Source: an optimization exercise on an open RTL-to-GDS flow (aim: small area, a short achievable clock period and few clock cycles per item). Production flows keep margins and buffers that such runs may drop.
The RTL was checked by simulation tests, not by an equivalence proof against the original design.
Power figures rest on the tool's default switching activity, not on a simulated workload.

==> config.mk <==
export PLATFORM = sky130hd
export DESIGN_NAME = axil_mem_subsys
export DESIGN_NICKNAME = axil_mem_subsys
export VERILOG_FILES = /design/flow/design.v
export SDC_FILE = /design/flow/constraint.sdc
export NUM_CORES = 8
export LEC_CHECK = 0
export CAP_MARGIN = 40
export CORE_MARGIN = 2
export CORE_UTILIZATION = 60
export SETUP_SLACK_MARGIN = 4.5
export SLEW_MARGIN = 50
export SYNTH_HIERARCHICAL = 1
==> constraint.sdc <==
create_clock -name core_clock -period 8.0 [get_ports {clk_i}]
set_input_delay 1.6000 -clock core_clock [delete_from_list [all_inputs] [get_ports {clk_i}]]
set_output_delay 1.6000 -clock core_clock [all_outputs]
set_load 0.01 [all_outputs]
==> design.v <==
package axil_bridge_pkg;
  typedef enum logic [1:0] {
    RESP_OKAY   = 2'b00,
    RESP_EXOKAY = 2'b01,
    RESP_SLVERR = 2'b10,
    RESP_DECERR = 2'b11
  } axi_resp_e;
  typedef enum logic [3:0] {
    IDLE,
    READ_START,
    AR_HANDSHAKE,
    R_HANDSHAKE,
    READ_END,
    WRITE_START,
    AW_HANDSHAKE,
    W_HANDSHAKE,
    WRITE_END
  } bridge_state_e;
endpackage
module mem_word_next (
  input  logic [32-1:0] q,
  input  logic [32-1:0] wsel,      
  input  logic [32-1:0] wsel_n,    
  input  logic [32-1:0] wcol,
  output logic [32-1:0] d
);
  assign d = ~((q | wsel) & (wsel_n | wcol));
endmodule
module row_dec (
  input  logic             lo,        
  input  logic             hi,        
  input  logic             hiw,       
  input  logic             hiw_n,
  input  logic [(32 / 8)-1:0] lob_n,  
  output logic             sel_n,
  output logic             wsel_n,
  output logic [(32 / 8)-1:0] wsel
);
  assign sel_n  = ~(lo & hi);
  assign wsel_n = ~(lo & hiw);
  assign wsel   = ~(lob_n | {(32 / 8){hiw_n}});
endmodule
module rd_sel2n (
  input  logic [32-1:0] sel_n0,
  input  logic [32-1:0] sel_n1,
  input  logic [32-1:0] q0,
  input  logic [32-1:0] q1,
  output logic [32-1:0] y
);
  assign y = ~((q0 | sel_n0) & (q1 | sel_n1));
endmodule
module vnand2 (
  input  logic [32-1:0] a,
  input  logic [32-1:0] b,
  output logic [32-1:0] y
);
  assign y = ~(a & b);
endmodule
module vnand4 (
  input  logic [32-1:0] a,
  input  logic [32-1:0] b,
  input  logic [32-1:0] c,
  input  logic [32-1:0] d,
  output logic [32-1:0] y
);
  assign y = ~(a & b & c & d);
endmodule
module vnor2 (
  input  logic [32-1:0] a,
  input  logic [32-1:0] b,
  output logic [32-1:0] y
);
  assign y = ~(a | b);
endmodule
`timescale 1ns/1ps
module axil_mem_subsys (
  input  logic                  clk_i,
  input  logic                  rst_ni,
  input  logic                  req_i,
  output logic                  gnt_o,
  output logic                  rvalid_o,
  input  logic                  we_i,
  input  logic [(32 / 8)-1:0]   be_i,
  input  logic [32-1:0]   addr_i,
  input  logic [32-1:0]   wdata_i,
  output logic [32-1:0]   rdata_o,
  output logic                  err_o
);
  localparam int NW  = 256;
  localparam int DW  = 32;
  localparam int BW  = (32 / 8);
  logic [NW*DW-1:0] mem_q;
  logic [NW*DW-1:0] mem_d;
  logic             p_q;
  logic             in_range;
  logic             wr;
  logic [DW-1:0]    wcol;      
  logic [2*DW-1:0] part_d;    
  logic [2*DW-1:0] part_q;
  logic             inv_q;      
  logic             rvalid_q;
  logic             err_q;
  assign in_range = addr_i[15:10] == '0;
  assign wr       = req_i & we_i & rst_ni;
  logic [8-1:0]    lo;
  logic [32-1:0]    hi, hiw, hiw_n;
  logic [8*BW-1:0] lob_n;
  always_comb begin
    for (int k = 0; k < 8; k++) begin
      lo[k] = addr_i[4:2] == k[2:0];
      for (int b = 0; b < BW; b++) begin
        lob_n[k*BW+b] = ~(lo[k] & be_i[b]);
      end
    end
    for (int k = 0; k < 32; k++) begin
      hi[k]    = in_range & (addr_i[9:5] == k[4:0]);
      hiw[k]   = hi[k] & wr;
      hiw_n[k] = ~hiw[k];
    end
    for (int i = 0; i < DW; i++) begin
      wcol[i] = be_i[i/8] ? (wdata_i[i] ^ p_q) : 1'b1;
    end
  end
  logic [NW-1:0]    sel_n;     
  logic [NW-1:0]    wsel_n;    
  logic [NW*BW-1:0] wsel;      
  for (genvar r = 0; r < NW; r++) begin : g_word
    row_dec u_dec (
      .lo     (lo[r%8]),
      .hi     (hi[r/8]),
      .hiw    (hiw[r/8]),
      .hiw_n  (hiw_n[r/8]),
      .lob_n  (lob_n[(r%8)*BW +: BW]),
      .sel_n  (sel_n[r]),
      .wsel_n (wsel_n[r]),
      .wsel   (wsel[r*BW +: BW])
    );
    mem_word_next u_next (
      .q      (mem_q[r*DW +: DW]),
      .wsel   ({{8{wsel[r*BW+3]}}, {8{wsel[r*BW+2]}}, {8{wsel[r*BW+1]}}, {8{wsel[r*BW]}}}),
      .wsel_n ({DW{wsel_n[r]}}),
      .wcol   (wcol),
      .d      (mem_d[r*DW +: DW])
    );
  end
  always_ff @(posedge clk_i) begin
    p_q   <= ~p_q;
    mem_q <= mem_d;
  end
  logic [DW-1:0] rd;
  logic [128*DW-1:0] l1;
  rd_sel2n u_l1_0 (.sel_n0 ({DW{sel_n[0]}}), .sel_n1 ({DW{sel_n[1]}}), .q0 (mem_q[0*DW +: DW]), .q1 (mem_q[1*DW +: DW]), .y (l1[0*DW +: DW]));
  rd_sel2n u_l1_1 (.sel_n0 ({DW{sel_n[2]}}), .sel_n1 ({DW{sel_n[3]}}), .q0 (mem_q[2*DW +: DW]), .q1 (mem_q[3*DW +: DW]), .y (l1[1*DW +: DW]));
  rd_sel2n u_l1_2 (.sel_n0 ({DW{sel_n[4]}}), .sel_n1 ({DW{sel_n[5]}}), .q0 (mem_q[4*DW +: DW]), .q1 (mem_q[5*DW +: DW]), .y (l1[2*DW +: DW]));
  rd_sel2n u_l1_3 (.sel_n0 ({DW{sel_n[6]}}), .sel_n1 ({DW{sel_n[7]}}), .q0 (mem_q[6*DW +: DW]), .q1 (mem_q[7*DW +: DW]), .y (l1[3*DW +: DW]));
  rd_sel2n u_l1_4 (.sel_n0 ({DW{sel_n[8]}}), .sel_n1 ({DW{sel_n[9]}}), .q0 (mem_q[8*DW +: DW]), .q1 (mem_q[9*DW +: DW]), .y (l1[4*DW +: DW]));
  rd_sel2n u_l1_5 (.sel_n0 ({DW{sel_n[10]}}), .sel_n1 ({DW{sel_n[11]}}), .q0 (mem_q[10*DW +: DW]), .q1 (mem_q[11*DW +: DW]), .y (l1[5*DW +: DW]));
  rd_sel2n u_l1_6 (.sel_n0 ({DW{sel_n[12]}}), .sel_n1 ({DW{sel_n[13]}}), .q0 (mem_q[12*DW +: DW]), .q1 (mem_q[13*DW +: DW]), .y (l1[6*DW +: DW]));
  rd_sel2n u_l1_7 (.sel_n0 ({DW{sel_n[14]}}), .sel_n1 ({DW{sel_n[15]}}), .q0 (mem_q[14*DW +: DW]), .q1 (mem_q[15*DW +: DW]), .y (l1[7*DW +: DW]));
  rd_sel2n u_l1_8 (.sel_n0 ({DW{sel_n[16]}}), .sel_n1 ({DW{sel_n[17]}}), .q0 (mem_q[16*DW +: DW]), .q1 (mem_q[17*DW +: DW]), .y (l1[8*DW +: DW]));
  rd_sel2n u_l1_9 (.sel_n0 ({DW{sel_n[18]}}), .sel_n1 ({DW{sel_n[19]}}), .q0 (mem_q[18*DW +: DW]), .q1 (mem_q[19*DW +: DW]), .y (l1[9*DW +: DW]));
  rd_sel2n u_l1_10 (.sel_n0 ({DW{sel_n[20]}}), .sel_n1 ({DW{sel_n[21]}}), .q0 (mem_q[20*DW +: DW]), .q1 (mem_q[21*DW +: DW]), .y (l1[10*DW +: DW]));
  rd_sel2n u_l1_11 (.sel_n0 ({DW{sel_n[22]}}), .sel_n1 ({DW{sel_n[23]}}), .q0 (mem_q[22*DW +: DW]), .q1 (mem_q[23*DW +: DW]), .y (l1[11*DW +: DW]));
  rd_sel2n u_l1_12 (.sel_n0 ({DW{sel_n[24]}}), .sel_n1 ({DW{sel_n[25]}}), .q0 (mem_q[24*DW +: DW]), .q1 (mem_q[25*DW +: DW]), .y (l1[12*DW +: DW]));
  rd_sel2n u_l1_13 (.sel_n0 ({DW{sel_n[26]}}), .sel_n1 ({DW{sel_n[27]}}), .q0 (mem_q[26*DW +: DW]), .q1 (mem_q[27*DW +: DW]), .y (l1[13*DW +: DW]));
  rd_sel2n u_l1_14 (.sel_n0 ({DW{sel_n[28]}}), .sel_n1 ({DW{sel_n[29]}}), .q0 (mem_q[28*DW +: DW]), .q1 (mem_q[29*DW +: DW]), .y (l1[14*DW +: DW]));
  rd_sel2n u_l1_15 (.sel_n0 ({DW{sel_n[30]}}), .sel_n1 ({DW{sel_n[31]}}), .q0 (mem_q[30*DW +: DW]), .q1 (mem_q[31*DW +: DW]), .y (l1[15*DW +: DW]));
  rd_sel2n u_l1_16 (.sel_n0 ({DW{sel_n[32]}}), .sel_n1 ({DW{sel_n[33]}}), .q0 (mem_q[32*DW +: DW]), .q1 (mem_q[33*DW +: DW]), .y (l1[16*DW +: DW]));
  rd_sel2n u_l1_17 (.sel_n0 ({DW{sel_n[34]}}), .sel_n1 ({DW{sel_n[35]}}), .q0 (mem_q[34*DW +: DW]), .q1 (mem_q[35*DW +: DW]), .y (l1[17*DW +: DW]));
  rd_sel2n u_l1_18 (.sel_n0 ({DW{sel_n[36]}}), .sel_n1 ({DW{sel_n[37]}}), .q0 (mem_q[36*DW +: DW]), .q1 (mem_q[37*DW +: DW]), .y (l1[18*DW +: DW]));
  rd_sel2n u_l1_19 (.sel_n0 ({DW{sel_n[38]}}), .sel_n1 ({DW{sel_n[39]}}), .q0 (mem_q[38*DW +: DW]), .q1 (mem_q[39*DW +: DW]), .y (l1[19*DW +: DW]));
  rd_sel2n u_l1_20 (.sel_n0 ({DW{sel_n[40]}}), .sel_n1 ({DW{sel_n[41]}}), .q0 (mem_q[40*DW +: DW]), .q1 (mem_q[41*DW +: DW]), .y (l1[20*DW +: DW]));
  rd_sel2n u_l1_21 (.sel_n0 ({DW{sel_n[42]}}), .sel_n1 ({DW{sel_n[43]}}), .q0 (mem_q[42*DW +: DW]), .q1 (mem_q[43*DW +: DW]), .y (l1[21*DW +: DW]));
  rd_sel2n u_l1_22 (.sel_n0 ({DW{sel_n[44]}}), .sel_n1 ({DW{sel_n[45]}}), .q0 (mem_q[44*DW +: DW]), .q1 (mem_q[45*DW +: DW]), .y (l1[22*DW +: DW]));
  rd_sel2n u_l1_23 (.sel_n0 ({DW{sel_n[46]}}), .sel_n1 ({DW{sel_n[47]}}), .q0 (mem_q[46*DW +: DW]), .q1 (mem_q[47*DW +: DW]), .y (l1[23*DW +: DW]));
  rd_sel2n u_l1_24 (.sel_n0 ({DW{sel_n[48]}}), .sel_n1 ({DW{sel_n[49]}}), .q0 (mem_q[48*DW +: DW]), .q1 (mem_q[49*DW +: DW]), .y (l1[24*DW +: DW]));
  rd_sel2n u_l1_25 (.sel_n0 ({DW{sel_n[50]}}), .sel_n1 ({DW{sel_n[51]}}), .q0 (mem_q[50*DW +: DW]), .q1 (mem_q[51*DW +: DW]), .y (l1[25*DW +: DW]));
  rd_sel2n u_l1_26 (.sel_n0 ({DW{sel_n[52]}}), .sel_n1 ({DW{sel_n[53]}}), .q0 (mem_q[52*DW +: DW]), .q1 (mem_q[53*DW +: DW]), .y (l1[26*DW +: DW]));
  rd_sel2n u_l1_27 (.sel_n0 ({DW{sel_n[54]}}), .sel_n1 ({DW{sel_n[55]}}), .q0 (mem_q[54*DW +: DW]), .q1 (mem_q[55*DW +: DW]), .y (l1[27*DW +: DW]));
  rd_sel2n u_l1_28 (.sel_n0 ({DW{sel_n[56]}}), .sel_n1 ({DW{sel_n[57]}}), .q0 (mem_q[56*DW +: DW]), .q1 (mem_q[57*DW +: DW]), .y (l1[28*DW +: DW]));
  rd_sel2n u_l1_29 (.sel_n0 ({DW{sel_n[58]}}), .sel_n1 ({DW{sel_n[59]}}), .q0 (mem_q[58*DW +: DW]), .q1 (mem_q[59*DW +: DW]), .y (l1[29*DW +: DW]));
  rd_sel2n u_l1_30 (.sel_n0 ({DW{sel_n[60]}}), .sel_n1 ({DW{sel_n[61]}}), .q0 (mem_q[60*DW +: DW]), .q1 (mem_q[61*DW +: DW]), .y (l1[30*DW +: DW]));
  rd_sel2n u_l1_31 (.sel_n0 ({DW{sel_n[62]}}), .sel_n1 ({DW{sel_n[63]}}), .q0 (mem_q[62*DW +: DW]), .q1 (mem_q[63*DW +: DW]), .y (l1[31*DW +: DW]));
  rd_sel2n u_l1_32 (.sel_n0 ({DW{sel_n[64]}}), .sel_n1 ({DW{sel_n[65]}}), .q0 (mem_q[64*DW +: DW]), .q1 (mem_q[65*DW +: DW]), .y (l1[32*DW +: DW]));
  rd_sel2n u_l1_33 (.sel_n0 ({DW{sel_n[66]}}), .sel_n1 ({DW{sel_n[67]}}), .q0 (mem_q[66*DW +: DW]), .q1 (mem_q[67*DW +: DW]), .y (l1[33*DW +: DW]));
  rd_sel2n u_l1_34 (.sel_n0 ({DW{sel_n[68]}}), .sel_n1 ({DW{sel_n[69]}}), .q0 (mem_q[68*DW +: DW]), .q1 (mem_q[69*DW +: DW]), .y (l1[34*DW +: DW]));
  rd_sel2n u_l1_35 (.sel_n0 ({DW{sel_n[70]}}), .sel_n1 ({DW{sel_n[71]}}), .q0 (mem_q[70*DW +: DW]), .q1 (mem_q[71*DW +: DW]), .y (l1[35*DW +: DW]));
  rd_sel2n u_l1_36 (.sel_n0 ({DW{sel_n[72]}}), .sel_n1 ({DW{sel_n[73]}}), .q0 (mem_q[72*DW +: DW]), .q1 (mem_q[73*DW +: DW]), .y (l1[36*DW +: DW]));
  rd_sel2n u_l1_37 (.sel_n0 ({DW{sel_n[74]}}), .sel_n1 ({DW{sel_n[75]}}), .q0 (mem_q[74*DW +: DW]), .q1 (mem_q[75*DW +: DW]), .y (l1[37*DW +: DW]));
  rd_sel2n u_l1_38 (.sel_n0 ({DW{sel_n[76]}}), .sel_n1 ({DW{sel_n[77]}}), .q0 (mem_q[76*DW +: DW]), .q1 (mem_q[77*DW +: DW]), .y (l1[38*DW +: DW]));
  rd_sel2n u_l1_39 (.sel_n0 ({DW{sel_n[78]}}), .sel_n1 ({DW{sel_n[79]}}), .q0 (mem_q[78*DW +: DW]), .q1 (mem_q[79*DW +: DW]), .y (l1[39*DW +: DW]));
  rd_sel2n u_l1_40 (.sel_n0 ({DW{sel_n[80]}}), .sel_n1 ({DW{sel_n[81]}}), .q0 (mem_q[80*DW +: DW]), .q1 (mem_q[81*DW +: DW]), .y (l1[40*DW +: DW]));
  rd_sel2n u_l1_41 (.sel_n0 ({DW{sel_n[82]}}), .sel_n1 ({DW{sel_n[83]}}), .q0 (mem_q[82*DW +: DW]), .q1 (mem_q[83*DW +: DW]), .y (l1[41*DW +: DW]));
  rd_sel2n u_l1_42 (.sel_n0 ({DW{sel_n[84]}}), .sel_n1 ({DW{sel_n[85]}}), .q0 (mem_q[84*DW +: DW]), .q1 (mem_q[85*DW +: DW]), .y (l1[42*DW +: DW]));
  rd_sel2n u_l1_43 (.sel_n0 ({DW{sel_n[86]}}), .sel_n1 ({DW{sel_n[87]}}), .q0 (mem_q[86*DW +: DW]), .q1 (mem_q[87*DW +: DW]), .y (l1[43*DW +: DW]));
  rd_sel2n u_l1_44 (.sel_n0 ({DW{sel_n[88]}}), .sel_n1 ({DW{sel_n[89]}}), .q0 (mem_q[88*DW +: DW]), .q1 (mem_q[89*DW +: DW]), .y (l1[44*DW +: DW]));
  rd_sel2n u_l1_45 (.sel_n0 ({DW{sel_n[90]}}), .sel_n1 ({DW{sel_n[91]}}), .q0 (mem_q[90*DW +: DW]), .q1 (mem_q[91*DW +: DW]), .y (l1[45*DW +: DW]));
  rd_sel2n u_l1_46 (.sel_n0 ({DW{sel_n[92]}}), .sel_n1 ({DW{sel_n[93]}}), .q0 (mem_q[92*DW +: DW]), .q1 (mem_q[93*DW +: DW]), .y (l1[46*DW +: DW]));
  rd_sel2n u_l1_47 (.sel_n0 ({DW{sel_n[94]}}), .sel_n1 ({DW{sel_n[95]}}), .q0 (mem_q[94*DW +: DW]), .q1 (mem_q[95*DW +: DW]), .y (l1[47*DW +: DW]));
  rd_sel2n u_l1_48 (.sel_n0 ({DW{sel_n[96]}}), .sel_n1 ({DW{sel_n[97]}}), .q0 (mem_q[96*DW +: DW]), .q1 (mem_q[97*DW +: DW]), .y (l1[48*DW +: DW]));
  rd_sel2n u_l1_49 (.sel_n0 ({DW{sel_n[98]}}), .sel_n1 ({DW{sel_n[99]}}), .q0 (mem_q[98*DW +: DW]), .q1 (mem_q[99*DW +: DW]), .y (l1[49*DW +: DW]));
  rd_sel2n u_l1_50 (.sel_n0 ({DW{sel_n[100]}}), .sel_n1 ({DW{sel_n[101]}}), .q0 (mem_q[100*DW +: DW]), .q1 (mem_q[101*DW +: DW]), .y (l1[50*DW +: DW]));
  rd_sel2n u_l1_51 (.sel_n0 ({DW{sel_n[102]}}), .sel_n1 ({DW{sel_n[103]}}), .q0 (mem_q[102*DW +: DW]), .q1 (mem_q[103*DW +: DW]), .y (l1[51*DW +: DW]));
  rd_sel2n u_l1_52 (.sel_n0 ({DW{sel_n[104]}}), .sel_n1 ({DW{sel_n[105]}}), .q0 (mem_q[104*DW +: DW]), .q1 (mem_q[105*DW +: DW]), .y (l1[52*DW +: DW]));
  rd_sel2n u_l1_53 (.sel_n0 ({DW{sel_n[106]}}), .sel_n1 ({DW{sel_n[107]}}), .q0 (mem_q[106*DW +: DW]), .q1 (mem_q[107*DW +: DW]), .y (l1[53*DW +: DW]));
  rd_sel2n u_l1_54 (.sel_n0 ({DW{sel_n[108]}}), .sel_n1 ({DW{sel_n[109]}}), .q0 (mem_q[108*DW +: DW]), .q1 (mem_q[109*DW +: DW]), .y (l1[54*DW +: DW]));
  rd_sel2n u_l1_55 (.sel_n0 ({DW{sel_n[110]}}), .sel_n1 ({DW{sel_n[111]}}), .q0 (mem_q[110*DW +: DW]), .q1 (mem_q[111*DW +: DW]), .y (l1[55*DW +: DW]));
  rd_sel2n u_l1_56 (.sel_n0 ({DW{sel_n[112]}}), .sel_n1 ({DW{sel_n[113]}}), .q0 (mem_q[112*DW +: DW]), .q1 (mem_q[113*DW +: DW]), .y (l1[56*DW +: DW]));
  rd_sel2n u_l1_57 (.sel_n0 ({DW{sel_n[114]}}), .sel_n1 ({DW{sel_n[115]}}), .q0 (mem_q[114*DW +: DW]), .q1 (mem_q[115*DW +: DW]), .y (l1[57*DW +: DW]));
  rd_sel2n u_l1_58 (.sel_n0 ({DW{sel_n[116]}}), .sel_n1 ({DW{sel_n[117]}}), .q0 (mem_q[116*DW +: DW]), .q1 (mem_q[117*DW +: DW]), .y (l1[58*DW +: DW]));
  rd_sel2n u_l1_59 (.sel_n0 ({DW{sel_n[118]}}), .sel_n1 ({DW{sel_n[119]}}), .q0 (mem_q[118*DW +: DW]), .q1 (mem_q[119*DW +: DW]), .y (l1[59*DW +: DW]));
  rd_sel2n u_l1_60 (.sel_n0 ({DW{sel_n[120]}}), .sel_n1 ({DW{sel_n[121]}}), .q0 (mem_q[120*DW +: DW]), .q1 (mem_q[121*DW +: DW]), .y (l1[60*DW +: DW]));
  rd_sel2n u_l1_61 (.sel_n0 ({DW{sel_n[122]}}), .sel_n1 ({DW{sel_n[123]}}), .q0 (mem_q[122*DW +: DW]), .q1 (mem_q[123*DW +: DW]), .y (l1[61*DW +: DW]));
  rd_sel2n u_l1_62 (.sel_n0 ({DW{sel_n[124]}}), .sel_n1 ({DW{sel_n[125]}}), .q0 (mem_q[124*DW +: DW]), .q1 (mem_q[125*DW +: DW]), .y (l1[62*DW +: DW]));
  rd_sel2n u_l1_63 (.sel_n0 ({DW{sel_n[126]}}), .sel_n1 ({DW{sel_n[127]}}), .q0 (mem_q[126*DW +: DW]), .q1 (mem_q[127*DW +: DW]), .y (l1[63*DW +: DW]));
  rd_sel2n u_l1_64 (.sel_n0 ({DW{sel_n[128]}}), .sel_n1 ({DW{sel_n[129]}}), .q0 (mem_q[128*DW +: DW]), .q1 (mem_q[129*DW +: DW]), .y (l1[64*DW +: DW]));
  rd_sel2n u_l1_65 (.sel_n0 ({DW{sel_n[130]}}), .sel_n1 ({DW{sel_n[131]}}), .q0 (mem_q[130*DW +: DW]), .q1 (mem_q[131*DW +: DW]), .y (l1[65*DW +: DW]));
  rd_sel2n u_l1_66 (.sel_n0 ({DW{sel_n[132]}}), .sel_n1 ({DW{sel_n[133]}}), .q0 (mem_q[132*DW +: DW]), .q1 (mem_q[133*DW +: DW]), .y (l1[66*DW +: DW]));
  rd_sel2n u_l1_67 (.sel_n0 ({DW{sel_n[134]}}), .sel_n1 ({DW{sel_n[135]}}), .q0 (mem_q[134*DW +: DW]), .q1 (mem_q[135*DW +: DW]), .y (l1[67*DW +: DW]));
  rd_sel2n u_l1_68 (.sel_n0 ({DW{sel_n[136]}}), .sel_n1 ({DW{sel_n[137]}}), .q0 (mem_q[136*DW +: DW]), .q1 (mem_q[137*DW +: DW]), .y (l1[68*DW +: DW]));
  rd_sel2n u_l1_69 (.sel_n0 ({DW{sel_n[138]}}), .sel_n1 ({DW{sel_n[139]}}), .q0 (mem_q[138*DW +: DW]), .q1 (mem_q[139*DW +: DW]), .y (l1[69*DW +: DW]));
  rd_sel2n u_l1_70 (.sel_n0 ({DW{sel_n[140]}}), .sel_n1 ({DW{sel_n[141]}}), .q0 (mem_q[140*DW +: DW]), .q1 (mem_q[141*DW +: DW]), .y (l1[70*DW +: DW]));
  rd_sel2n u_l1_71 (.sel_n0 ({DW{sel_n[142]}}), .sel_n1 ({DW{sel_n[143]}}), .q0 (mem_q[142*DW +: DW]), .q1 (mem_q[143*DW +: DW]), .y (l1[71*DW +: DW]));
  rd_sel2n u_l1_72 (.sel_n0 ({DW{sel_n[144]}}), .sel_n1 ({DW{sel_n[145]}}), .q0 (mem_q[144*DW +: DW]), .q1 (mem_q[145*DW +: DW]), .y (l1[72*DW +: DW]));
  rd_sel2n u_l1_73 (.sel_n0 ({DW{sel_n[146]}}), .sel_n1 ({DW{sel_n[147]}}), .q0 (mem_q[146*DW +: DW]), .q1 (mem_q[147*DW +: DW]), .y (l1[73*DW +: DW]));
  rd_sel2n u_l1_74 (.sel_n0 ({DW{sel_n[148]}}), .sel_n1 ({DW{sel_n[149]}}), .q0 (mem_q[148*DW +: DW]), .q1 (mem_q[149*DW +: DW]), .y (l1[74*DW +: DW]));
  rd_sel2n u_l1_75 (.sel_n0 ({DW{sel_n[150]}}), .sel_n1 ({DW{sel_n[151]}}), .q0 (mem_q[150*DW +: DW]), .q1 (mem_q[151*DW +: DW]), .y (l1[75*DW +: DW]));
  rd_sel2n u_l1_76 (.sel_n0 ({DW{sel_n[152]}}), .sel_n1 ({DW{sel_n[153]}}), .q0 (mem_q[152*DW +: DW]), .q1 (mem_q[153*DW +: DW]), .y (l1[76*DW +: DW]));
  rd_sel2n u_l1_77 (.sel_n0 ({DW{sel_n[154]}}), .sel_n1 ({DW{sel_n[155]}}), .q0 (mem_q[154*DW +: DW]), .q1 (mem_q[155*DW +: DW]), .y (l1[77*DW +: DW]));
  rd_sel2n u_l1_78 (.sel_n0 ({DW{sel_n[156]}}), .sel_n1 ({DW{sel_n[157]}}), .q0 (mem_q[156*DW +: DW]), .q1 (mem_q[157*DW +: DW]), .y (l1[78*DW +: DW]));
  rd_sel2n u_l1_79 (.sel_n0 ({DW{sel_n[158]}}), .sel_n1 ({DW{sel_n[159]}}), .q0 (mem_q[158*DW +: DW]), .q1 (mem_q[159*DW +: DW]), .y (l1[79*DW +: DW]));
  rd_sel2n u_l1_80 (.sel_n0 ({DW{sel_n[160]}}), .sel_n1 ({DW{sel_n[161]}}), .q0 (mem_q[160*DW +: DW]), .q1 (mem_q[161*DW +: DW]), .y (l1[80*DW +: DW]));
  rd_sel2n u_l1_81 (.sel_n0 ({DW{sel_n[162]}}), .sel_n1 ({DW{sel_n[163]}}), .q0 (mem_q[162*DW +: DW]), .q1 (mem_q[163*DW +: DW]), .y (l1[81*DW +: DW]));
  rd_sel2n u_l1_82 (.sel_n0 ({DW{sel_n[164]}}), .sel_n1 ({DW{sel_n[165]}}), .q0 (mem_q[164*DW +: DW]), .q1 (mem_q[165*DW +: DW]), .y (l1[82*DW +: DW]));
  rd_sel2n u_l1_83 (.sel_n0 ({DW{sel_n[166]}}), .sel_n1 ({DW{sel_n[167]}}), .q0 (mem_q[166*DW +: DW]), .q1 (mem_q[167*DW +: DW]), .y (l1[83*DW +: DW]));
  rd_sel2n u_l1_84 (.sel_n0 ({DW{sel_n[168]}}), .sel_n1 ({DW{sel_n[169]}}), .q0 (mem_q[168*DW +: DW]), .q1 (mem_q[169*DW +: DW]), .y (l1[84*DW +: DW]));
  rd_sel2n u_l1_85 (.sel_n0 ({DW{sel_n[170]}}), .sel_n1 ({DW{sel_n[171]}}), .q0 (mem_q[170*DW +: DW]), .q1 (mem_q[171*DW +: DW]), .y (l1[85*DW +: DW]));
  rd_sel2n u_l1_86 (.sel_n0 ({DW{sel_n[172]}}), .sel_n1 ({DW{sel_n[173]}}), .q0 (mem_q[172*DW +: DW]), .q1 (mem_q[173*DW +: DW]), .y (l1[86*DW +: DW]));
  rd_sel2n u_l1_87 (.sel_n0 ({DW{sel_n[174]}}), .sel_n1 ({DW{sel_n[175]}}), .q0 (mem_q[174*DW +: DW]), .q1 (mem_q[175*DW +: DW]), .y (l1[87*DW +: DW]));
  rd_sel2n u_l1_88 (.sel_n0 ({DW{sel_n[176]}}), .sel_n1 ({DW{sel_n[177]}}), .q0 (mem_q[176*DW +: DW]), .q1 (mem_q[177*DW +: DW]), .y (l1[88*DW +: DW]));
  rd_sel2n u_l1_89 (.sel_n0 ({DW{sel_n[178]}}), .sel_n1 ({DW{sel_n[179]}}), .q0 (mem_q[178*DW +: DW]), .q1 (mem_q[179*DW +: DW]), .y (l1[89*DW +: DW]));
  rd_sel2n u_l1_90 (.sel_n0 ({DW{sel_n[180]}}), .sel_n1 ({DW{sel_n[181]}}), .q0 (mem_q[180*DW +: DW]), .q1 (mem_q[181*DW +: DW]), .y (l1[90*DW +: DW]));
  rd_sel2n u_l1_91 (.sel_n0 ({DW{sel_n[182]}}), .sel_n1 ({DW{sel_n[183]}}), .q0 (mem_q[182*DW +: DW]), .q1 (mem_q[183*DW +: DW]), .y (l1[91*DW +: DW]));
  rd_sel2n u_l1_92 (.sel_n0 ({DW{sel_n[184]}}), .sel_n1 ({DW{sel_n[185]}}), .q0 (mem_q[184*DW +: DW]), .q1 (mem_q[185*DW +: DW]), .y (l1[92*DW +: DW]));
  rd_sel2n u_l1_93 (.sel_n0 ({DW{sel_n[186]}}), .sel_n1 ({DW{sel_n[187]}}), .q0 (mem_q[186*DW +: DW]), .q1 (mem_q[187*DW +: DW]), .y (l1[93*DW +: DW]));
  rd_sel2n u_l1_94 (.sel_n0 ({DW{sel_n[188]}}), .sel_n1 ({DW{sel_n[189]}}), .q0 (mem_q[188*DW +: DW]), .q1 (mem_q[189*DW +: DW]), .y (l1[94*DW +: DW]));
  rd_sel2n u_l1_95 (.sel_n0 ({DW{sel_n[190]}}), .sel_n1 ({DW{sel_n[191]}}), .q0 (mem_q[190*DW +: DW]), .q1 (mem_q[191*DW +: DW]), .y (l1[95*DW +: DW]));
  rd_sel2n u_l1_96 (.sel_n0 ({DW{sel_n[192]}}), .sel_n1 ({DW{sel_n[193]}}), .q0 (mem_q[192*DW +: DW]), .q1 (mem_q[193*DW +: DW]), .y (l1[96*DW +: DW]));
  rd_sel2n u_l1_97 (.sel_n0 ({DW{sel_n[194]}}), .sel_n1 ({DW{sel_n[195]}}), .q0 (mem_q[194*DW +: DW]), .q1 (mem_q[195*DW +: DW]), .y (l1[97*DW +: DW]));
  rd_sel2n u_l1_98 (.sel_n0 ({DW{sel_n[196]}}), .sel_n1 ({DW{sel_n[197]}}), .q0 (mem_q[196*DW +: DW]), .q1 (mem_q[197*DW +: DW]), .y (l1[98*DW +: DW]));
  rd_sel2n u_l1_99 (.sel_n0 ({DW{sel_n[198]}}), .sel_n1 ({DW{sel_n[199]}}), .q0 (mem_q[198*DW +: DW]), .q1 (mem_q[199*DW +: DW]), .y (l1[99*DW +: DW]));
  rd_sel2n u_l1_100 (.sel_n0 ({DW{sel_n[200]}}), .sel_n1 ({DW{sel_n[201]}}), .q0 (mem_q[200*DW +: DW]), .q1 (mem_q[201*DW +: DW]), .y (l1[100*DW +: DW]));
  rd_sel2n u_l1_101 (.sel_n0 ({DW{sel_n[202]}}), .sel_n1 ({DW{sel_n[203]}}), .q0 (mem_q[202*DW +: DW]), .q1 (mem_q[203*DW +: DW]), .y (l1[101*DW +: DW]));
  rd_sel2n u_l1_102 (.sel_n0 ({DW{sel_n[204]}}), .sel_n1 ({DW{sel_n[205]}}), .q0 (mem_q[204*DW +: DW]), .q1 (mem_q[205*DW +: DW]), .y (l1[102*DW +: DW]));
  rd_sel2n u_l1_103 (.sel_n0 ({DW{sel_n[206]}}), .sel_n1 ({DW{sel_n[207]}}), .q0 (mem_q[206*DW +: DW]), .q1 (mem_q[207*DW +: DW]), .y (l1[103*DW +: DW]));
  rd_sel2n u_l1_104 (.sel_n0 ({DW{sel_n[208]}}), .sel_n1 ({DW{sel_n[209]}}), .q0 (mem_q[208*DW +: DW]), .q1 (mem_q[209*DW +: DW]), .y (l1[104*DW +: DW]));
  rd_sel2n u_l1_105 (.sel_n0 ({DW{sel_n[210]}}), .sel_n1 ({DW{sel_n[211]}}), .q0 (mem_q[210*DW +: DW]), .q1 (mem_q[211*DW +: DW]), .y (l1[105*DW +: DW]));
  rd_sel2n u_l1_106 (.sel_n0 ({DW{sel_n[212]}}), .sel_n1 ({DW{sel_n[213]}}), .q0 (mem_q[212*DW +: DW]), .q1 (mem_q[213*DW +: DW]), .y (l1[106*DW +: DW]));
  rd_sel2n u_l1_107 (.sel_n0 ({DW{sel_n[214]}}), .sel_n1 ({DW{sel_n[215]}}), .q0 (mem_q[214*DW +: DW]), .q1 (mem_q[215*DW +: DW]), .y (l1[107*DW +: DW]));
  rd_sel2n u_l1_108 (.sel_n0 ({DW{sel_n[216]}}), .sel_n1 ({DW{sel_n[217]}}), .q0 (mem_q[216*DW +: DW]), .q1 (mem_q[217*DW +: DW]), .y (l1[108*DW +: DW]));
  rd_sel2n u_l1_109 (.sel_n0 ({DW{sel_n[218]}}), .sel_n1 ({DW{sel_n[219]}}), .q0 (mem_q[218*DW +: DW]), .q1 (mem_q[219*DW +: DW]), .y (l1[109*DW +: DW]));
  rd_sel2n u_l1_110 (.sel_n0 ({DW{sel_n[220]}}), .sel_n1 ({DW{sel_n[221]}}), .q0 (mem_q[220*DW +: DW]), .q1 (mem_q[221*DW +: DW]), .y (l1[110*DW +: DW]));
  rd_sel2n u_l1_111 (.sel_n0 ({DW{sel_n[222]}}), .sel_n1 ({DW{sel_n[223]}}), .q0 (mem_q[222*DW +: DW]), .q1 (mem_q[223*DW +: DW]), .y (l1[111*DW +: DW]));
  rd_sel2n u_l1_112 (.sel_n0 ({DW{sel_n[224]}}), .sel_n1 ({DW{sel_n[225]}}), .q0 (mem_q[224*DW +: DW]), .q1 (mem_q[225*DW +: DW]), .y (l1[112*DW +: DW]));
  rd_sel2n u_l1_113 (.sel_n0 ({DW{sel_n[226]}}), .sel_n1 ({DW{sel_n[227]}}), .q0 (mem_q[226*DW +: DW]), .q1 (mem_q[227*DW +: DW]), .y (l1[113*DW +: DW]));
  rd_sel2n u_l1_114 (.sel_n0 ({DW{sel_n[228]}}), .sel_n1 ({DW{sel_n[229]}}), .q0 (mem_q[228*DW +: DW]), .q1 (mem_q[229*DW +: DW]), .y (l1[114*DW +: DW]));
  rd_sel2n u_l1_115 (.sel_n0 ({DW{sel_n[230]}}), .sel_n1 ({DW{sel_n[231]}}), .q0 (mem_q[230*DW +: DW]), .q1 (mem_q[231*DW +: DW]), .y (l1[115*DW +: DW]));
  rd_sel2n u_l1_116 (.sel_n0 ({DW{sel_n[232]}}), .sel_n1 ({DW{sel_n[233]}}), .q0 (mem_q[232*DW +: DW]), .q1 (mem_q[233*DW +: DW]), .y (l1[116*DW +: DW]));
  rd_sel2n u_l1_117 (.sel_n0 ({DW{sel_n[234]}}), .sel_n1 ({DW{sel_n[235]}}), .q0 (mem_q[234*DW +: DW]), .q1 (mem_q[235*DW +: DW]), .y (l1[117*DW +: DW]));
  rd_sel2n u_l1_118 (.sel_n0 ({DW{sel_n[236]}}), .sel_n1 ({DW{sel_n[237]}}), .q0 (mem_q[236*DW +: DW]), .q1 (mem_q[237*DW +: DW]), .y (l1[118*DW +: DW]));
  rd_sel2n u_l1_119 (.sel_n0 ({DW{sel_n[238]}}), .sel_n1 ({DW{sel_n[239]}}), .q0 (mem_q[238*DW +: DW]), .q1 (mem_q[239*DW +: DW]), .y (l1[119*DW +: DW]));
  rd_sel2n u_l1_120 (.sel_n0 ({DW{sel_n[240]}}), .sel_n1 ({DW{sel_n[241]}}), .q0 (mem_q[240*DW +: DW]), .q1 (mem_q[241*DW +: DW]), .y (l1[120*DW +: DW]));
  rd_sel2n u_l1_121 (.sel_n0 ({DW{sel_n[242]}}), .sel_n1 ({DW{sel_n[243]}}), .q0 (mem_q[242*DW +: DW]), .q1 (mem_q[243*DW +: DW]), .y (l1[121*DW +: DW]));
  rd_sel2n u_l1_122 (.sel_n0 ({DW{sel_n[244]}}), .sel_n1 ({DW{sel_n[245]}}), .q0 (mem_q[244*DW +: DW]), .q1 (mem_q[245*DW +: DW]), .y (l1[122*DW +: DW]));
  rd_sel2n u_l1_123 (.sel_n0 ({DW{sel_n[246]}}), .sel_n1 ({DW{sel_n[247]}}), .q0 (mem_q[246*DW +: DW]), .q1 (mem_q[247*DW +: DW]), .y (l1[123*DW +: DW]));
  rd_sel2n u_l1_124 (.sel_n0 ({DW{sel_n[248]}}), .sel_n1 ({DW{sel_n[249]}}), .q0 (mem_q[248*DW +: DW]), .q1 (mem_q[249*DW +: DW]), .y (l1[124*DW +: DW]));
  rd_sel2n u_l1_125 (.sel_n0 ({DW{sel_n[250]}}), .sel_n1 ({DW{sel_n[251]}}), .q0 (mem_q[250*DW +: DW]), .q1 (mem_q[251*DW +: DW]), .y (l1[125*DW +: DW]));
  rd_sel2n u_l1_126 (.sel_n0 ({DW{sel_n[252]}}), .sel_n1 ({DW{sel_n[253]}}), .q0 (mem_q[252*DW +: DW]), .q1 (mem_q[253*DW +: DW]), .y (l1[126*DW +: DW]));
  rd_sel2n u_l1_127 (.sel_n0 ({DW{sel_n[254]}}), .sel_n1 ({DW{sel_n[255]}}), .q0 (mem_q[254*DW +: DW]), .q1 (mem_q[255*DW +: DW]), .y (l1[127*DW +: DW]));
  logic [64*DW-1:0] t2;
  vnor2 u_t2_0 (.a (l1[0*DW +: DW]), .b (l1[1*DW +: DW]), .y (t2[0*DW +: DW]));
  vnor2 u_t2_1 (.a (l1[2*DW +: DW]), .b (l1[3*DW +: DW]), .y (t2[1*DW +: DW]));
  vnor2 u_t2_2 (.a (l1[4*DW +: DW]), .b (l1[5*DW +: DW]), .y (t2[2*DW +: DW]));
  vnor2 u_t2_3 (.a (l1[6*DW +: DW]), .b (l1[7*DW +: DW]), .y (t2[3*DW +: DW]));
  vnor2 u_t2_4 (.a (l1[8*DW +: DW]), .b (l1[9*DW +: DW]), .y (t2[4*DW +: DW]));
  vnor2 u_t2_5 (.a (l1[10*DW +: DW]), .b (l1[11*DW +: DW]), .y (t2[5*DW +: DW]));
  vnor2 u_t2_6 (.a (l1[12*DW +: DW]), .b (l1[13*DW +: DW]), .y (t2[6*DW +: DW]));
  vnor2 u_t2_7 (.a (l1[14*DW +: DW]), .b (l1[15*DW +: DW]), .y (t2[7*DW +: DW]));
  vnor2 u_t2_8 (.a (l1[16*DW +: DW]), .b (l1[17*DW +: DW]), .y (t2[8*DW +: DW]));
  vnor2 u_t2_9 (.a (l1[18*DW +: DW]), .b (l1[19*DW +: DW]), .y (t2[9*DW +: DW]));
  vnor2 u_t2_10 (.a (l1[20*DW +: DW]), .b (l1[21*DW +: DW]), .y (t2[10*DW +: DW]));
  vnor2 u_t2_11 (.a (l1[22*DW +: DW]), .b (l1[23*DW +: DW]), .y (t2[11*DW +: DW]));
  vnor2 u_t2_12 (.a (l1[24*DW +: DW]), .b (l1[25*DW +: DW]), .y (t2[12*DW +: DW]));
  vnor2 u_t2_13 (.a (l1[26*DW +: DW]), .b (l1[27*DW +: DW]), .y (t2[13*DW +: DW]));
  vnor2 u_t2_14 (.a (l1[28*DW +: DW]), .b (l1[29*DW +: DW]), .y (t2[14*DW +: DW]));
  vnor2 u_t2_15 (.a (l1[30*DW +: DW]), .b (l1[31*DW +: DW]), .y (t2[15*DW +: DW]));
  vnor2 u_t2_16 (.a (l1[32*DW +: DW]), .b (l1[33*DW +: DW]), .y (t2[16*DW +: DW]));
  vnor2 u_t2_17 (.a (l1[34*DW +: DW]), .b (l1[35*DW +: DW]), .y (t2[17*DW +: DW]));
  vnor2 u_t2_18 (.a (l1[36*DW +: DW]), .b (l1[37*DW +: DW]), .y (t2[18*DW +: DW]));
  vnor2 u_t2_19 (.a (l1[38*DW +: DW]), .b (l1[39*DW +: DW]), .y (t2[19*DW +: DW]));
  vnor2 u_t2_20 (.a (l1[40*DW +: DW]), .b (l1[41*DW +: DW]), .y (t2[20*DW +: DW]));
  vnor2 u_t2_21 (.a (l1[42*DW +: DW]), .b (l1[43*DW +: DW]), .y (t2[21*DW +: DW]));
  vnor2 u_t2_22 (.a (l1[44*DW +: DW]), .b (l1[45*DW +: DW]), .y (t2[22*DW +: DW]));
  vnor2 u_t2_23 (.a (l1[46*DW +: DW]), .b (l1[47*DW +: DW]), .y (t2[23*DW +: DW]));
  vnor2 u_t2_24 (.a (l1[48*DW +: DW]), .b (l1[49*DW +: DW]), .y (t2[24*DW +: DW]));
  vnor2 u_t2_25 (.a (l1[50*DW +: DW]), .b (l1[51*DW +: DW]), .y (t2[25*DW +: DW]));
  vnor2 u_t2_26 (.a (l1[52*DW +: DW]), .b (l1[53*DW +: DW]), .y (t2[26*DW +: DW]));
  vnor2 u_t2_27 (.a (l1[54*DW +: DW]), .b (l1[55*DW +: DW]), .y (t2[27*DW +: DW]));
  vnor2 u_t2_28 (.a (l1[56*DW +: DW]), .b (l1[57*DW +: DW]), .y (t2[28*DW +: DW]));
  vnor2 u_t2_29 (.a (l1[58*DW +: DW]), .b (l1[59*DW +: DW]), .y (t2[29*DW +: DW]));
  vnor2 u_t2_30 (.a (l1[60*DW +: DW]), .b (l1[61*DW +: DW]), .y (t2[30*DW +: DW]));
  vnor2 u_t2_31 (.a (l1[62*DW +: DW]), .b (l1[63*DW +: DW]), .y (t2[31*DW +: DW]));
  vnor2 u_t2_32 (.a (l1[64*DW +: DW]), .b (l1[65*DW +: DW]), .y (t2[32*DW +: DW]));
  vnor2 u_t2_33 (.a (l1[66*DW +: DW]), .b (l1[67*DW +: DW]), .y (t2[33*DW +: DW]));
  vnor2 u_t2_34 (.a (l1[68*DW +: DW]), .b (l1[69*DW +: DW]), .y (t2[34*DW +: DW]));
  vnor2 u_t2_35 (.a (l1[70*DW +: DW]), .b (l1[71*DW +: DW]), .y (t2[35*DW +: DW]));
  vnor2 u_t2_36 (.a (l1[72*DW +: DW]), .b (l1[73*DW +: DW]), .y (t2[36*DW +: DW]));
  vnor2 u_t2_37 (.a (l1[74*DW +: DW]), .b (l1[75*DW +: DW]), .y (t2[37*DW +: DW]));
  vnor2 u_t2_38 (.a (l1[76*DW +: DW]), .b (l1[77*DW +: DW]), .y (t2[38*DW +: DW]));
  vnor2 u_t2_39 (.a (l1[78*DW +: DW]), .b (l1[79*DW +: DW]), .y (t2[39*DW +: DW]));
  vnor2 u_t2_40 (.a (l1[80*DW +: DW]), .b (l1[81*DW +: DW]), .y (t2[40*DW +: DW]));
  vnor2 u_t2_41 (.a (l1[82*DW +: DW]), .b (l1[83*DW +: DW]), .y (t2[41*DW +: DW]));
  vnor2 u_t2_42 (.a (l1[84*DW +: DW]), .b (l1[85*DW +: DW]), .y (t2[42*DW +: DW]));
  vnor2 u_t2_43 (.a (l1[86*DW +: DW]), .b (l1[87*DW +: DW]), .y (t2[43*DW +: DW]));
  vnor2 u_t2_44 (.a (l1[88*DW +: DW]), .b (l1[89*DW +: DW]), .y (t2[44*DW +: DW]));
  vnor2 u_t2_45 (.a (l1[90*DW +: DW]), .b (l1[91*DW +: DW]), .y (t2[45*DW +: DW]));
  vnor2 u_t2_46 (.a (l1[92*DW +: DW]), .b (l1[93*DW +: DW]), .y (t2[46*DW +: DW]));
  vnor2 u_t2_47 (.a (l1[94*DW +: DW]), .b (l1[95*DW +: DW]), .y (t2[47*DW +: DW]));
  vnor2 u_t2_48 (.a (l1[96*DW +: DW]), .b (l1[97*DW +: DW]), .y (t2[48*DW +: DW]));
  vnor2 u_t2_49 (.a (l1[98*DW +: DW]), .b (l1[99*DW +: DW]), .y (t2[49*DW +: DW]));
  vnor2 u_t2_50 (.a (l1[100*DW +: DW]), .b (l1[101*DW +: DW]), .y (t2[50*DW +: DW]));
  vnor2 u_t2_51 (.a (l1[102*DW +: DW]), .b (l1[103*DW +: DW]), .y (t2[51*DW +: DW]));
  vnor2 u_t2_52 (.a (l1[104*DW +: DW]), .b (l1[105*DW +: DW]), .y (t2[52*DW +: DW]));
  vnor2 u_t2_53 (.a (l1[106*DW +: DW]), .b (l1[107*DW +: DW]), .y (t2[53*DW +: DW]));
  vnor2 u_t2_54 (.a (l1[108*DW +: DW]), .b (l1[109*DW +: DW]), .y (t2[54*DW +: DW]));
  vnor2 u_t2_55 (.a (l1[110*DW +: DW]), .b (l1[111*DW +: DW]), .y (t2[55*DW +: DW]));
  vnor2 u_t2_56 (.a (l1[112*DW +: DW]), .b (l1[113*DW +: DW]), .y (t2[56*DW +: DW]));
  vnor2 u_t2_57 (.a (l1[114*DW +: DW]), .b (l1[115*DW +: DW]), .y (t2[57*DW +: DW]));
  vnor2 u_t2_58 (.a (l1[116*DW +: DW]), .b (l1[117*DW +: DW]), .y (t2[58*DW +: DW]));
  vnor2 u_t2_59 (.a (l1[118*DW +: DW]), .b (l1[119*DW +: DW]), .y (t2[59*DW +: DW]));
  vnor2 u_t2_60 (.a (l1[120*DW +: DW]), .b (l1[121*DW +: DW]), .y (t2[60*DW +: DW]));
  vnor2 u_t2_61 (.a (l1[122*DW +: DW]), .b (l1[123*DW +: DW]), .y (t2[61*DW +: DW]));
  vnor2 u_t2_62 (.a (l1[124*DW +: DW]), .b (l1[125*DW +: DW]), .y (t2[62*DW +: DW]));
  vnor2 u_t2_63 (.a (l1[126*DW +: DW]), .b (l1[127*DW +: DW]), .y (t2[63*DW +: DW]));
  logic [16*DW-1:0] t3;
  vnand4 u_t3_0 (.a (t2[0*DW +: DW]), .b (t2[1*DW +: DW]), .c (t2[2*DW +: DW]), .d (t2[3*DW +: DW]), .y (t3[0*DW +: DW]));
  vnand4 u_t3_1 (.a (t2[4*DW +: DW]), .b (t2[5*DW +: DW]), .c (t2[6*DW +: DW]), .d (t2[7*DW +: DW]), .y (t3[1*DW +: DW]));
  vnand4 u_t3_2 (.a (t2[8*DW +: DW]), .b (t2[9*DW +: DW]), .c (t2[10*DW +: DW]), .d (t2[11*DW +: DW]), .y (t3[2*DW +: DW]));
  vnand4 u_t3_3 (.a (t2[12*DW +: DW]), .b (t2[13*DW +: DW]), .c (t2[14*DW +: DW]), .d (t2[15*DW +: DW]), .y (t3[3*DW +: DW]));
  vnand4 u_t3_4 (.a (t2[16*DW +: DW]), .b (t2[17*DW +: DW]), .c (t2[18*DW +: DW]), .d (t2[19*DW +: DW]), .y (t3[4*DW +: DW]));
  vnand4 u_t3_5 (.a (t2[20*DW +: DW]), .b (t2[21*DW +: DW]), .c (t2[22*DW +: DW]), .d (t2[23*DW +: DW]), .y (t3[5*DW +: DW]));
  vnand4 u_t3_6 (.a (t2[24*DW +: DW]), .b (t2[25*DW +: DW]), .c (t2[26*DW +: DW]), .d (t2[27*DW +: DW]), .y (t3[6*DW +: DW]));
  vnand4 u_t3_7 (.a (t2[28*DW +: DW]), .b (t2[29*DW +: DW]), .c (t2[30*DW +: DW]), .d (t2[31*DW +: DW]), .y (t3[7*DW +: DW]));
  vnand4 u_t3_8 (.a (t2[32*DW +: DW]), .b (t2[33*DW +: DW]), .c (t2[34*DW +: DW]), .d (t2[35*DW +: DW]), .y (t3[8*DW +: DW]));
  vnand4 u_t3_9 (.a (t2[36*DW +: DW]), .b (t2[37*DW +: DW]), .c (t2[38*DW +: DW]), .d (t2[39*DW +: DW]), .y (t3[9*DW +: DW]));
  vnand4 u_t3_10 (.a (t2[40*DW +: DW]), .b (t2[41*DW +: DW]), .c (t2[42*DW +: DW]), .d (t2[43*DW +: DW]), .y (t3[10*DW +: DW]));
  vnand4 u_t3_11 (.a (t2[44*DW +: DW]), .b (t2[45*DW +: DW]), .c (t2[46*DW +: DW]), .d (t2[47*DW +: DW]), .y (t3[11*DW +: DW]));
  vnand4 u_t3_12 (.a (t2[48*DW +: DW]), .b (t2[49*DW +: DW]), .c (t2[50*DW +: DW]), .d (t2[51*DW +: DW]), .y (t3[12*DW +: DW]));
  vnand4 u_t3_13 (.a (t2[52*DW +: DW]), .b (t2[53*DW +: DW]), .c (t2[54*DW +: DW]), .d (t2[55*DW +: DW]), .y (t3[13*DW +: DW]));
  vnand4 u_t3_14 (.a (t2[56*DW +: DW]), .b (t2[57*DW +: DW]), .c (t2[58*DW +: DW]), .d (t2[59*DW +: DW]), .y (t3[14*DW +: DW]));
  vnand4 u_t3_15 (.a (t2[60*DW +: DW]), .b (t2[61*DW +: DW]), .c (t2[62*DW +: DW]), .d (t2[63*DW +: DW]), .y (t3[15*DW +: DW]));
  logic [8*DW-1:0] t4;
  vnor2 u_t4_0 (.a (t3[0*DW +: DW]), .b (t3[1*DW +: DW]), .y (t4[0*DW +: DW]));
  vnor2 u_t4_1 (.a (t3[2*DW +: DW]), .b (t3[3*DW +: DW]), .y (t4[1*DW +: DW]));
  vnor2 u_t4_2 (.a (t3[4*DW +: DW]), .b (t3[5*DW +: DW]), .y (t4[2*DW +: DW]));
  vnor2 u_t4_3 (.a (t3[6*DW +: DW]), .b (t3[7*DW +: DW]), .y (t4[3*DW +: DW]));
  vnor2 u_t4_4 (.a (t3[8*DW +: DW]), .b (t3[9*DW +: DW]), .y (t4[4*DW +: DW]));
  vnor2 u_t4_5 (.a (t3[10*DW +: DW]), .b (t3[11*DW +: DW]), .y (t4[5*DW +: DW]));
  vnor2 u_t4_6 (.a (t3[12*DW +: DW]), .b (t3[13*DW +: DW]), .y (t4[6*DW +: DW]));
  vnor2 u_t4_7 (.a (t3[14*DW +: DW]), .b (t3[15*DW +: DW]), .y (t4[7*DW +: DW]));
  logic [4*DW-1:0] t5;
  vnand2 u_t5_0 (.a (t4[0*DW +: DW]), .b (t4[1*DW +: DW]), .y (t5[0*DW +: DW]));
  vnand2 u_t5_1 (.a (t4[2*DW +: DW]), .b (t4[3*DW +: DW]), .y (t5[1*DW +: DW]));
  vnand2 u_t5_2 (.a (t4[4*DW +: DW]), .b (t4[5*DW +: DW]), .y (t5[2*DW +: DW]));
  vnand2 u_t5_3 (.a (t4[6*DW +: DW]), .b (t4[7*DW +: DW]), .y (t5[3*DW +: DW]));
  logic [2*DW-1:0] t6;
  vnor2 u_t6_0 (.a (t5[0*DW +: DW]), .b (t5[1*DW +: DW]), .y (t6[0*DW +: DW]));
  vnor2 u_t6_1 (.a (t5[2*DW +: DW]), .b (t5[3*DW +: DW]), .y (t6[1*DW +: DW]));
  assign part_d = {t6[1*DW +: DW], t6[0*DW +: DW]};
  assign rd = ~(part_q[0*DW +: DW] & part_q[1*DW +: DW]);
  always_ff @(posedge clk_i) begin
    part_q <= part_d;
    inv_q  <= in_range & ~p_q;
  end
  always_ff @(posedge clk_i) begin
    if (!rst_ni) begin
      rvalid_q <= 1'b0;
      err_q    <= 1'b0;
    end else begin
      rvalid_q <= req_i;
      err_q    <= req_i & ~in_range;
    end
  end
  assign gnt_o    = req_i;
  assign rvalid_o = rvalid_q;
  assign err_o    = err_q;
  assign rdata_o  = rd ^ {DW{inv_q}};
endmodule
==> flow/run.sh <==
#!/bin/bash
# The standard layout (standard.sh) with a few ORFS variables changed:
# - REMOVE_ABC_BUFFERS=1: the floorplan step removes synthesis buffers instead
#   of repairing timing before placement, when the high-fanout nets have no
#   buffers yet and every path looks slow;
# - the port buffers are buf_4 (the buf family can be resized for timing);
# - CTS without dummy loads, with larger sink clusters;
# - more rounds of antenna repair after detailed routing.
# Each tool's output goes to run.log in the work folder; ORFS keeps a log per
# step under orfs/logs.
set -euo pipefail
cd "$(dirname "$0")/.."
bash standard.sh \
  REMOVE_ABC_BUFFERS=1 \
  "BUFFER_PORTS_ARGS=-buffer_cell sky130_fd_sc_hd__buf_4" \
  "CTS_ARGS=-sink_clustering_enable -repair_clock_nets -dont_use_dummy_load -sink_clustering_size 30 -sink_clustering_max_diameter 70" \
  MAX_REPAIR_ANTENNAS_ITER_DRT=12 \
  finish > run.log 2>&1
==> standard.sh <==
#!/bin/bash
# synth_recipe.tcl (not shown) runs the flow's synth.tcl, then flattens the netlist and writes it again
# the make line also repeats each setting of config.mk as NAME=value (left out here)
make -C /OpenROAD-flow-scripts/flow DESIGN_CONFIG=/design/flow/config.mk WORK_HOME=/design/flow/orfs CLKGATE_MAP_FILE= SYNTH_SCRIPT=/design/flow/synth_recipe.tcl "${@:-finish}"
==> impl_metrics.toml <==
[clock_tree]
cts_hold_buf = 0
cts_max_path_buffers = 4
cts.htree.levels = 5
cts_made_buffers = 406
tritoncts_clock_tree = "yes"
cts.reportedPaths.clkPinSlew_ns = 0.08
root_buf_cell = "clkbuf_16"
cts_num_sinks = 8260
clock_latency_ns = 1.08

[cells_and_area]
share_of_the_core_filled_with_cells_in_the_final_layout_pct = 69.7
post_route_cells_drive_above_1_share_pct = 11.8
finish.net_count = 27100
mostFrequentLayoutCell = "o22ai_1"
non_filler_instances = 32800
layout_common_cells = "o22ai_1, dfxtp_1, nor2_1"
syn2layout_area_growth_pct = 15.9

[detailed_routing]
totalWireLength_um = 1160000
first_pass_iteration_count_of_the_detailed_router = 10
post_drt_wl_per_cell_um = 35.5
initialDrtViolationCount = 41100
via_per_inst = 7.85
post-route-drc-count = 0
detail-route-antenna-nets = 0
vias = 258000

[die]
die_area_um2 = 443000
io_pins = 107
fp.coreArea_um2 = 437000
num_rows = 243
die_width_um = 666
dieHeight_um = 666
initial_standard_cell_utilization_of_the_core_pct = 60.1

[sta]
worst-slew-pin-transition_ns = 0.968
setup_violations = 0
setup_slack_ns = 4.12
hold_viol_final = 0
finalCriticalPeriod_ns = 3.88
setup_total_negative_slack_ns = 0
rsz0062_at_grt = "true"
slew_headroom_pct = 35.4
layout_worst_path_cycle_share_pct = 48.6
max_freq_mhz = 257
final_max_slew_viol_count = 0
final.setup_skew_ns = 0.0899

[grt]
antenna_violations_before_repair = 76
globalRouteTotalUtil_pct = 48.2
use_met1_pct = 62.5
first_pass_grt_wire_length_um = 1590000
number_of_global_route_vias_before_repair = 229000
grt-busiest-layer = "met2"
congestion_overflow_gr = 0
grt_max_degree = 105
globalRouteMet2Util_pct = 65.1
global_route.usage.met3_pct = 18.0

[placed_design]
gp_congestion = 1.00
io_buffer_count = 88
placed_cells = 32000
pre_cts_ws_ns = 2.26
dp_hpwl_um = 699000

[power]
sequentialPowerShare_pct = 63.0
vdd_drop_max_mv = 0.202
power.clock.fraction_pct = 33.7
power_report.internal_total_uw = 50600
total_leakage_power_uw = 0.117
total_power_uw = 65200
combPwrFrac_pct = 3.3
swShare_pct = 22.5
power_density_nw_per_um2 = 214
switching_power_uw = 14700

[min_path]
hold_path_startpoint = "mem_q[3596]"
worstHoldPathCells = 1
worst_hold_path.endpoint = "mem_q[3596]"
worst_hold_path_type = "flop to flop"

[synth]
synth.top_cells.by_area = "dfxtp_1, o22ai_1, nor2_1"
synth_largest_area_cell = "dfxtp_1"
synth.avg_cell_area_um2 = 10.3
yosysSeqAreaShare_pct = 62.9
yosys_register_bits = 8260
area_share_of_the_largest_cell_type_after_synthesis_pct = 62.9
netlist-cell-type-count = 36
post_synth_instance_area_um2 = 263000
yosys_warnings = 7
postSynthCellCount = 25500

[worst_setup_path]
timing.setup.critical_path_class = "input port to flop"
path_max_fanout = 26
rr_worst_depth = 6
worstPathRequired_ns = 8.96
setup.reg_to_reg.worst_slack_ns = 4.47
cp-start-kind = "input port"
critPathCaptureType = "flop"
crit-reg2reg-capture = "mem_q[2925]"
timing.critical_path.arrival_ns = 4.84
crit-reg2reg-launch = "p_q"

[run]
max_cap_violations = 0

[outcome]
outcome = "no timing/DRC/antenna violations"
## metal layers
metal | part of all wire [%] | vias to the layer above | routed length (um)
met5 | 0.031 | - | 365
met4 | 8.8 | 56 | 103000
met3 | 16 | 4377 | 186000
met2 | 40 | 20700 | 462000
met1 | 36 | 125000 | 413000
li1 | - | 107000 | -
## worst max-delay path, stage by stage
cell and delay (ns):
buf_8 0.16, and3_4 0.30, buf_4 0.21, buf_12 0.20, nand2_4 0.23, buf_12 0.18
o22ai_1 0.10, nor2_1 0.28, nand4_1 0.57, nor2_4 0.53, nand2_4 0.15, nor2_1 0.16
## kinds of logic (layout without fill, tap and decap cells)
family	Yosys count	count (layout)	synth area share (%)
buffers and inverters	56	1572	0.0976
DFF	8260	8260	62.9
xor gates and xnor gates	64	64	0.213
AOI/OAI and AO/OA	12300	12300	29.3
other	0	61	0
and+or+nand+nor	4787	4796	7.50
## power by group through the flow
stage / logic [uW] / clock network [uW] / registers (uW)
finish: 2140 / 22000 / 41100
CTS: 1890 / 21800 / 41100
floorplan: 754 / 0 / 42100
global placement: 1720 / 0 / 42100
global route: 2050 / 23200 / 41100
detailed placement: 1820 / 0 / 42100
## synth_stat cells, drive strengths merged
cell type	instances
a21boi	1
and2	1
and3	1
and3b	3
and4	2
and4b	5
buf	15
clkbuf	40
dfxtp	8260
inv	1
nand2	737
nand2b	1
nand3	1
nand3b	3
nand4	538
nand4b	5
nand4bb	2
nor2	3393
nor3	34
nor3b	3
nor4	33
nor4b	1
nor4bb	3
o22ai	12300
or2	1
or3	1
or3b	3
or4	10
or4b	3
or4bb	3
xnor2	32
xor2	32
## modules after synthesis, one instance, submodules excluded
module / cells / flip-flops and latches / times used / cell area, um2
axil_mem_subsys: 8624 / 8260 / 1 / 168000
mem_word_next: 32 / 0 / 256 / 200
rd_sel2n: 32 / 0 / 128 / 200
row_dec: 6 / 0 / 256 / 22.5
vnand2: 32 / 0 / 4 / 120
vnand4: 32 / 0 / 16 / 200
vnor2: 32 / 0 / 74 / 120
## cell type report
type / instances / area [um2]
Sequential cell: 8260 / 165000
Fill cell: 33500 / 132000
Multi-Input combinational cell: 17100 / 106000
Timing Repair Buffer: 1165 / 15100
Clock buffer: 406 / 10200
Tap cell: 5757 / 7200
Antenna cell: 61 / 153
Inverter: 1 / 3.75
## repair_timing
item	in CTS	in global routing
pin swaps	165	388
endpoints found under the setup margin	4030	3709
cloned	23	105
hold endpoints to repair	0	0
resized for setup	1002	1438
setup buffers	70	132
## stage by stage
stage | instance area [um2] | hold WS (ns)
6_report | 304000 | 0.444
5_1_grt | 304000 | 0.453
4_1_cts | 294000 | 0.446
3_5_place_dp | 279000 | 0.438
3_3_place_gp | 277000 | 0.429
2_1_floorplan | 262000 | 0.422
## state kept, by name, summed over array words and instances (netlist names)
signal    cells
err_q         1
inv_q         1
mem_q      8192
p_q           1
part_q       64
rvalid_q      1
## worst max path at each step
stage	startpoint	to	slack, ns
finish	addr_i[3]	part_q[19]	4.12
global placement	addr_i[5]	part_q[26]	1.87
global route	inv_q	rdata_o[2]	4.15
detailed placement	addr_i[5]	part_q[19]	2.26
floorplan	addr_i[4]	mem_q[1056]	0.03
CTS	inv_q	rdata_o[1]	4.12
Testbench counts, summed over its fixed seeds: cycles 4,808, accesses 4,800.

## static timing again, ports no longer ideal
How much do the figures lean on ideal ports? The routed layout below was timed once more, with nothing changed but the port constraints.
Step 1: set_driving_cell puts a clkbuf_16 on clk_i and a buf_2 on each other input, an assumption about the parent block.
Step 2 adds t to the input delays and takes it off the output delays; t is the mean of the earliest and latest rising clock arrival at the registers after step 1. Input paths then give back, and output paths get back, about the clock's delay inside the block.
Three values: ideal ports, drivers, drivers and shift; two values: the first two.
shift t [ns]: 1.158
setup WS [ns]: 4.116 / 3.992 / 2.907
worst setup path after step 2: input to register
clock arrival spread, ns: 0.097 / 0.096
slew at the worst register clock pin (ns): 0.12 / 0.12
After both steps this run still meets setup and hold. The setup slack of this run moves by -0.124 ns with the drivers and by -1.209 ns with both steps.
